Source: an optimization exercise on an open RTL-to-GDS flow (aim: small area, a short achievable clock period and few clock cycles per item). Production flows keep margins and buffers that such runs may drop. In this exercise RTL edits were held to simulation tests only and were not proved equivalent to the original. Power figures rest on the tool's default switching activity, not on a simulated workload.

Setup of the previous run:
// cnn_top
module cnn_top
(
    input  logic        clk,
    input  logic        reset,
    input  logic        load_req,
    input  logic [15:0] load_cmd,        
    output logic        load_ack,
    input  logic        run_req,
    output logic        run_ack,
    output logic [81:0] result           
);
    logic [2:0] ph;
    always_ff @(posedge clk or negedge reset)
    begin
        if (!reset)
        begin
            ph <= '0;
        end
        else
        begin
            ph <= ph + 3'd1;
        end
    end
    logic       running;         
    logic       busy;
    assign busy = run_req || running || run_ack;
    logic        take;
    logic        wv;             
    logic [15:0] cmd_q;
    assign take = load_req && !load_ack && !busy;
    always_ff @(posedge clk or negedge reset)
    begin
        if (!reset)
        begin
            load_ack <= 1'b0;
            wv       <= 1'b0;
        end
        else
        begin
            wv <= take;
            if (take)
            begin
                load_ack <= 1'b1;
            end
            else if (!load_req)
            begin
                load_ack <= 1'b0;
            end
        end
    end
    always_ff @(posedge clk)
    begin
        cmd_q <= load_cmd;
    end
    logic [1:0] w_tgt;
    logic [5:0] w_addr;
    logic [7:0] w_data;
    logic [2:0] w_islot;         
    logic [1:0] w_cls;           
    logic [3:0] w_k;             
    logic [1:0] w_wslot;         
    assign w_tgt   = cmd_q[15:14];
    assign w_addr  = cmd_q[13:8];
    assign w_data  = cmd_q[7:0];
    assign w_islot = w_addr[2:0] - ph - 3'd1;
    always_comb
    begin
        w_cls = 2'd0;
        w_k   = 4'd0;
        for (int q = 0; q < 4; q++)
        begin
            for (int k = 0; k < 9; k++)
            begin
                if (w_addr == 6'(9*q + k))
                begin
                    w_cls = 2'(q);
                    w_k   = 4'(k);
                end
            end
        end
    end
    assign w_wslot = w_cls - ph[1:0] - 2'd1;
  ...
Size: ~5,300 cells after synthesis, ~1,300 flip-flops, about 100 I/O pins.
make LEC_CHECK=0 CAP_MARGIN=20 CORE_MARGIN=2 CORE_UTILIZATION=40 SLEW_MARGIN=20 finish   # period 10.0 ns
run.sh (not shown) runs the stock make flow with config.mk's settings and CLKGATE_MAP_FILE= SYNTH_SCRIPT=/design/flow/synth_recipe.tcl, a recipe that flattens the netlist after the stock synthesis.
The final layout from the previous run, which completed every stage, passed the timing, design-rule and antenna checks at the end of the flow.
Testbench counts of the previous run, summed over its fixed seeds: cycles 12,024, items 64.
> inputs changed (the previous run -> the current run)
==> flow/flow/run.sh (new file) <==
#!/bin/bash
# The standard layout, with timing repair aiming at 6.5 ns of setup slack
# against the design's 10 ns clock (a 3.5 ns critical path) instead of 0.
set -euo pipefail
bash standard.sh SETUP_SLACK_MARGIN=6.5 finish > standard_flow.log 2>&1
==> flow/standard.sh (new file) <==
#!/bin/bash
# synth_recipe.tcl (not shown) runs the flow's synth.tcl, then flattens the netlist and writes it again
# the make line also repeats each setting of config.mk as NAME=value (left out here)
make -C /OpenROAD-flow-scripts/flow DESIGN_CONFIG=/design/flow/config.mk WORK_HOME=/design/flow/orfs CLKGATE_MAP_FILE= SYNTH_SCRIPT=/design/flow/synth_recipe.tcl "${@:-finish}"
removed: flow/run.sh
Notes after the runs:
Fmax: the current run higher than the previous run. Overall power of the completed layout (the current run over the previous run): increase, about 6%. Between the previous run and the current run, maximum number of pins on one net before global-route repair is higher for the previous run, the current run comes in under that. Proportion of total power due to net switching sits lower in the current run than in the previous run.

---

build 44:
Another version of the RTL of cnn_top (not shown whole).
Size in the first run: about 4400 cells after synthesis, about 1400 flip-flops, ~100 I/O pins, ~59000 um2 of cells after synthesis.
clock: 10.0 ns
lec_check: 0
cap_margin: 20
core_margin: 2
core_utilization: 75
cts_cluster_diameter: 65
cts_cluster_size: 26
slew_margin: 20
synth_hierarchical: 1
synth_minimum_keep_size: 0
standard.sh (not shown) runs the stock make flow with config.mk's settings and CLKGATE_MAP_FILE= SYNTH_SCRIPT=/design/flow/synth_recipe.tcl, a recipe that flattens the netlist after the stock synthesis.
==> flow/flow/run.sh <==
#!/bin/bash
# The standard layout, with timing repair aiming at 6.7 ns of setup slack
# against the design's 10 ns clock (a 3.3 ns critical path) instead of 0.
set -euo pipefail
bash standard.sh SETUP_SLACK_MARGIN=6.7 finish > standard_flow.log 2>&1
Testbench counts of build 44, summed over its fixed seeds: cycles 12,128, items 64.
Input-level comparison between build 62 and build 44:
- changing CTS_CLUSTER_SIZE from 26 to 28
- changing CORE_UTILIZATION from 75 to 70
- changing CTS_CLUSTER_DIAMETER from 65 to 70
Results
- The run showing the smaller starting utilization of the core area is build 62.
- The global-route total usage across every layer of build 62 is lower than that of build 44.
- Run comparison: build 62 destination of the critical timing path u_dot9.q1_26; build 44 destination of the critical timing path u_dot9.q1_61
- Per-instance average area after synthesis: build 44 vs build 62, no meaningful difference
- Build 62 against build 44: number of cells in the finished layout apart from fillers picked up an extra 25; number of non-clock buffers in the layout picked up an extra 4; clock latency reported for the late side of the worst-skew pair neither gained nor lost much.
The inputs of build 28 differ from those of build 62 as listed below.
- CTS_CLUSTER_DIAMETER now 60, was 70
- CORE_UTILIZATION now 50, was 70
- CTS_CLUSTER_SIZE now 24, was 28
==> flow/flow/run.sh <==
#!/bin/bash
# The standard layout, with timing repair aiming at 6.8 ns of setup slack
# against the design's 10 ns clock (a 3.2 ns critical path) instead of 0.
set -euo pipefail
bash standard.sh SETUP_SLACK_MARGIN=6.8 finish > standard_flow.log 2>&1
Results
Build 28: done, clean on timing, DRC and antenna
Build 62 has a lower first-pass GRT wire length than build 28.
The via count of the first global-routing pass number comes out higher for build 62 vs build 28.
Note that the wire length the detailed router placed on met1 recorded for build 28 amounts to 1.18 times the value seen in build 62.
There was hardly any difference in number of synthesized register bits between build 28 and build 62.
Total routing resource utilization after global routing: build 28 vs build 62 down 9.2 points

==> re-timing with driven ports <==
Ports are ideal in the flow. The routed layouts listed here were re-timed in OpenROAD. Step 1 (the two cells are an assumption about what drives the block):
set clk [get_ports {clk}]
set_driving_cell -lib_cell sky130_fd_sc_hd__clkbuf_16 $clk
set_driving_cell -lib_cell sky130_fd_sc_hd__buf_2 [delete_from_list [all_inputs] $clk]
Step 2 times the ports against the registers' clock, not the clock port: input delays grow and output delays shrink by t, the midpoint of the rising clock arrivals with the driver on. Three values: ideal, step 1, step 2; two values: the first two.
run | t, ns | slack for setup (ns) | worst hold slack (ns) | worst setup path at the end
the previous run | 0.865 | 4.753 / 4.753 / 4.753 | 0.322 / 0.322 / 0.322 | register to register
the current run | 0.861 | 5.844 / 5.844 / 5.844 | 0.321 / 0.321 / 0.321 | register to register
build 44 | 0.730 | 6.687 / 6.648 / 6.239 | 0.321 / 0.321 / 0.321 | input to register
build 62 | 0.730 | 6.703 / 6.649 / 6.179 | 0.311 / 0.311 / 0.311 | input to register
build 28 | 0.788 | 6.655 / 6.632 / 6.283 | 0.320 / 0.320 / 0.320 | input to register
After both steps setup and hold are still met in every run listed. For build 62, which loses most, drivers alone change the setup slack by -0.054 ns; drivers and shift together by -0.524 ns.
